From an optimization exercise on the open Yosys and OpenROAD flow, aimed at small area, a short achievable clock period and few clock cycles per item; shortcuts taken in it are not production practice. The RTL was checked by simulation tests, not by an equivalence proof against the original design. Power is estimated from default activity; no workload was simulated.

before:
Design positional_list_engine_core, start of the top module:
module positional_list_engine_core #(
  parameter int CAPACITY   = plec_pkg::CAPACITY_DEF,
  parameter int ENTRY_BITS = plec_pkg::ENTRY_BITS_DEF
) (
  input  logic                              clk_i,
  input  logic                              rst_ni,
  input  logic                              req_valid_i,
  output logic                              req_ready_o,
  input  logic [plec_pkg::OP_BITS-1:0]      req_op_i,
  input  logic [plec_pkg::INDEX_BITS-1:0]   req_index_i,
  input  logic [plec_pkg::INDEX_BITS-1:0]   req_index_b_i,
  input  logic [plec_pkg::VALUE_BITS-1:0]   req_entry_value_i,
  output logic                              rsp_valid_o,
  input  logic                              rsp_ready_i,
  output logic [plec_pkg::VALUE_BITS-1:0]   rsp_read_value_o,
  output logic [plec_pkg::COUNT_BITS-1:0]   rsp_entry_count_o,
  output logic [plec_pkg::STATUS_BITS-1:0]  rsp_status_o
);
  localparam int W  = ENTRY_BITS;
  localparam int RW = plec_pkg::VALUE_BITS + 7 + plec_pkg::STATUS_BITS;
  ...
make LEC_CHECK=0 CAP_MARGIN=20 CORE_MARGIN=2 CORE_UTILIZATION=45 CTS_CLUSTER_DIAMETER=100 CTS_CLUSTER_SIZE=22 PLACE_DENSITY=0.55 SETUP_SLACK_MARGIN=4.8 SLEW_MARGIN=20 SYNTH_HIERARCHICAL=1 finish   # period 7.5 ns
run.sh (not shown) runs the stock make flow with config.mk's settings and CLKGATE_MAP_FILE= SYNTH_SCRIPT=/design/flow/synth_recipe.tcl, a recipe that flattens the netlist after the stock synthesis.
before: all stages complete, timing, DRC and antenna checks passed
Testbench counts of before, summed over its fixed seeds: cycles 16,016, items 16,000.
diff inputs: before => after
-- flow/design.v --
<<< before, line 163
  localparam int W  = ENTRY_BITS;
  localparam int RW = plec_pkg::VALUE_BITS + 7 + plec_pkg::STATUS_BITS;
  logic       rv_q, busy_q;                
  logic       swp_q;
  logic [1:0] st_q;                        
>>> after, line 163
  localparam int W  = ENTRY_BITS;
  localparam int RW = plec_pkg::VALUE_BITS + 7 + plec_pkg::STATUS_BITS;
  logic       rv_q, rdy_q;
  logic       swp_q;
  logic [1:0] st_q;                        
<<< before, line 183
  assign fire        = rv_q;
  assign pop         = v0_q & rsp_ready_i;
  assign req_ready_o = ~busy_q;
  assign inc = inc_q;      
  assign dec = dec_q;
>>> after, line 183
  assign fire        = rv_q;
  assign pop         = v0_q & rsp_ready_i;
  assign req_ready_o = rdy_q;
  assign inc = inc_q;      
  assign dec = dec_q;
<<< before, line 323
  assign vs1  = pop ? v2_q : v1_q;
  assign vs2  = pop ? 1'b0 : v2_q;
  assign rv_d = req_valid_i & ~busy_q;
  assign v0_d = vs0 | fire;
  assign v1_d = vs1 | (fire & vs0);
>>> after, line 323
  assign vs1  = pop ? v2_q : v1_q;
  assign vs2  = pop ? 1'b0 : v2_q;
  assign rv_d = req_valid_i & rdy_q;
  assign v0_d = vs0 | fire;
  assign v1_d = vs1 | (fire & vs0);
<<< before, line 331
    if (!rst_ni) begin
      rv_q    <= 1'b0;
      busy_q  <= 1'b0;
      v0_q    <= 1'b0;
      v1_q    <= 1'b0;
>>> after, line 331
    if (!rst_ni) begin
      rv_q    <= 1'b0;
      rdy_q   <= 1'b1;
      v0_q    <= 1'b0;
      v1_q    <= 1'b0;
<<< before, line 338
    end else begin
      rv_q    <= rv_d;
      busy_q  <= v2_d | (v1_d & rv_d);
      v0_q    <= v0_d;
      v1_q    <= v1_d;
>>> after, line 338
    end else begin
      rv_q    <= rv_d;
      rdy_q   <= ~v2_d & ~(v1_d & rv_d);
      v0_q    <= v0_d;
      v1_q    <= v1_d;
--- outcome ---
- Maximum number of pins on one net before global-route repair: before vs after, no meaningful difference
- There was hardly any difference in sequential share of cell area between after and before.
- Overall power consumption was lower in after than in before.
- after: flow completed, timing, DRC and antenna clean
- The synthesized-area fraction occupied by and/or/nand/nor cells on after is in line with that on before.
- Synthesis-to-layout area growth was higher in after than in before.
- Summary — global-route usage, after relative to before: lower, by 0.61 points.
- In the flow results for before and after, the data arrival time of the critical path is larger on before.
- As far as sequential fraction of the synthesis area is concerned, after and before perform about the same.
- after vs. before: period utilization went down by 1.0 points.
- Share of the final layout cell area in multi-input gates for after is lower than for before.
- | met1 routing resource usage after global routing | after vs before | 0.46 points higher |
- after vs before: total setup buffers inserted after CTS down
- Combinational share of power is higher on before
Testbench counts of after, summed over its fixed seeds: cycles 16,016, items 16,000.

main:
RTL: one of the versions met above, not the one the previous note started from.
Size: about 690 flip-flops, about 49 I/O pins, about 0.037 mm^2 of cells after synthesis.
==> flow/config.mk <==
export PLATFORM = sky130hd
export DESIGN_NAME = positional_list_engine_core
export DESIGN_NICKNAME = positional_list_engine_core
export VERILOG_FILES = /design/flow/design.v
export SDC_FILE = /design/flow/constraint.sdc
export NUM_CORES = 8
export LEC_CHECK = 0
export CAP_MARGIN = 20
export CORE_MARGIN = 2
export CORE_UTILIZATION = 45
export CTS_CLUSTER_DIAMETER = 80
export CTS_CLUSTER_SIZE = 20
export PLACE_DENSITY = 0.55
export SETUP_SLACK_MARGIN = 4.8
export SLEW_MARGIN = 20
export SYNTH_HIERARCHICAL = 1
==> flow/constraint.sdc <==
create_clock -name core_clock -period 7.5 [get_ports {clk_i}]
set_input_delay 1.5000 -clock core_clock [delete_from_list [all_inputs] [get_ports {clk_i}]]
set_output_delay 1.5000 -clock core_clock [all_outputs]
set_load 0.01 [all_outputs]
Testbench counts of main, summed over its fixed seeds: cycles 16,016, items 16,000.
Here is what was changed in the inputs of the feature branch compared with main.
--- a/flow/design.v
+++ b/flow/design.v
@@ -96,18 +96,18 @@
   input  logic [7:0]      col_d_i,
   input  logic [7:0]      row_d_i,
   input  logic            extra_sel_i,
   input  logic [W-1:0]    extra_i,
   input  logic [64*W-1:0] data_i,
   output logic [2*W-1:0]  val_o,      
-  output logic [31:0]     col_o,      
+  output logic [15:0]     col_o,      
   output logic [15:0]     row_o       
 );
-  logic [7:0] col [4];
+  logic [7:0] col [2];
   logic [7:0] row [2];
-  for (genvar g = 0; g < 4; g++) begin : g_grp
+  for (genvar g = 0; g < 2; g++) begin : g_grp
     plec_colreg u_col_q (.clk_i(clk_i), .d_i(col_d_i), .q_o(col[g]));
     assign col_o[g*8 +: 8] = col[g];
   end
   for (genvar h = 0; h < 2; h++) begin : g_half
     plec_colreg u_row_q (.clk_i(clk_i), .d_i(row_d_i), .q_o(row[h]));
     assign row_o[h*8 +: 8] = row[h];
@@ -117,13 +117,13 @@
     logic [63:0] bit_data;
     for (genvar i = 0; i < 64; i++) begin : g_data
       assign bit_data[i] = data_i[i*W + b];
     end
     for (genvar r = 0; r < 8; r++) begin : g_row
       plec_mux8 #(.N(8), .W(1)) u_col (
-        .sel_i (col[r/2]),
+        .sel_i (col[r/4]),
         .data_i(bit_data[r*8 +: 8]),
         .val_o (row_val[r])
       );
     end
     for (genvar h = 0; h < 2; h++) begin : g_half
       if (EXTRA) begin : g_extra
@@ -268,13 +268,13 @@
   end
   logic [W-1:0] q [CAPACITY];
   logic [CAPACITY*W-1:0] q_flat;
   logic [W-1:0] val_a;
   logic [2*W-1:0] val_a2, x_bus2;
   logic [15:0]  rows_a, rows_b;
-  logic [31:0]  cols_a, cols_b;
+  logic [15:0]  cols_a, cols_b;
   for (genvar i = 0; i < CAPACITY; i++) begin : g_flat
     assign q_flat[i*W +: W] = q[i];
   end
   plec_rdport #(.W(W), .EXTRA(1'b0)) u_rd_a (
     .clk_i(clk_i), .col_d_i(n_eq_al), .row_d_i(n_eq_ah),
     .extra_sel_i(1'b0), .extra_i('0),
@@ -290,14 +290,14 @@
   assign val_a = val_a2[W-1:0];
   for (genvar i = 0; i < CAPACITY; i++) begin : g_cell
     localparam int R = i / 8;
     localparam int C = i % 8;
     logic sx, sy, sp, sn;
     logic ea, eb;
-    assign ea = cols_a[(R/2)*8 + C];
-    assign eb = cols_b[(R/2)*8 + C];
+    assign ea = cols_a[(R/4)*8 + C];
+    assign eb = cols_b[(R/4)*8 + C];
     assign sx = (r_xa[R] & ea) | (r_xc[R] & eq_cl[C]);
     assign sy = r_y[R] & eb;
     assign sp = r_pg[R] | (r_pe[R] & gt_al_q[C]);
     assign sn = r_ng[R] | (r_ne[R] & (gt_al_q[C] | ea));
     plec_cell #(.W(W)) u_cell (
       .clk_i  (clk_i),
Results
Against main as the reference, the feature branch delivers a higher weighted congestion at the end of routability-driven global placement. Y dimension of the die sits lower in the feature branch than in main. The total power was comparable across main and the feature branch. What main reported for number of buffers added for setup after CTS has to be multiplied by 1.7 to get the figure for the feature branch. [the feature branch] proportion of power drawn by combinational gates rose 2.1 points relative to main. The final reports for the feature branch and main show number of antenna violations at the first check in global routing higher in the former. The feature branch vs. main: setup slack on the worst flop-to-flop path went down; number of register bits inferred by synthesis decreased 32; DRC violations left essentially unchanged. Setup WNS main -> the feature branch: worse.
Testbench counts of the feature branch, summed over its fixed seeds: cycles 16,016, items 16,000.

## port drivers added, routing unchanged
In the flow no input, the clock included, has a driving cell. The finished layouts below were timed again as built, in two steps. Step 1 assumes that a clkbuf_16 drives the clock port and a buf_2 every other input. Step 2 times the ports against the registers' clock, not the clock port: input delays grow and output delays shrink by t, the midpoint of the rising clock arrivals with the driver on. a / b / c = ideal ports / drivers / drivers and shift; a / b = the first two.
| run | t, ns | slack for setup (ns) | worst setup path after step 2 | clock arrival spread, ns | cell pins on the clock port's net |
|---|---|---|---|---|---|
| before | 0.678 | 4.636 / 4.636 / 3.998 | input to register | 0.026 / 0.027 | 1 |
| after | 0.708 | 4.712 / 4.637 / 4.103 | input to register | 0.043 / 0.042 | 1 |
| main | 0.704 | 4.715 / 4.650 / 4.115 | input to register | 0.041 / 0.041 | 1 |
| the feature branch | 0.696 | 4.636 / 4.636 / 4.198 | input to register | 0.053 / 0.053 | 1 |
After both steps every run listed still meets setup and hold. For before, which loses most, drivers alone change the setup slack by 0.000 ns; drivers and shift together by -0.638 ns.
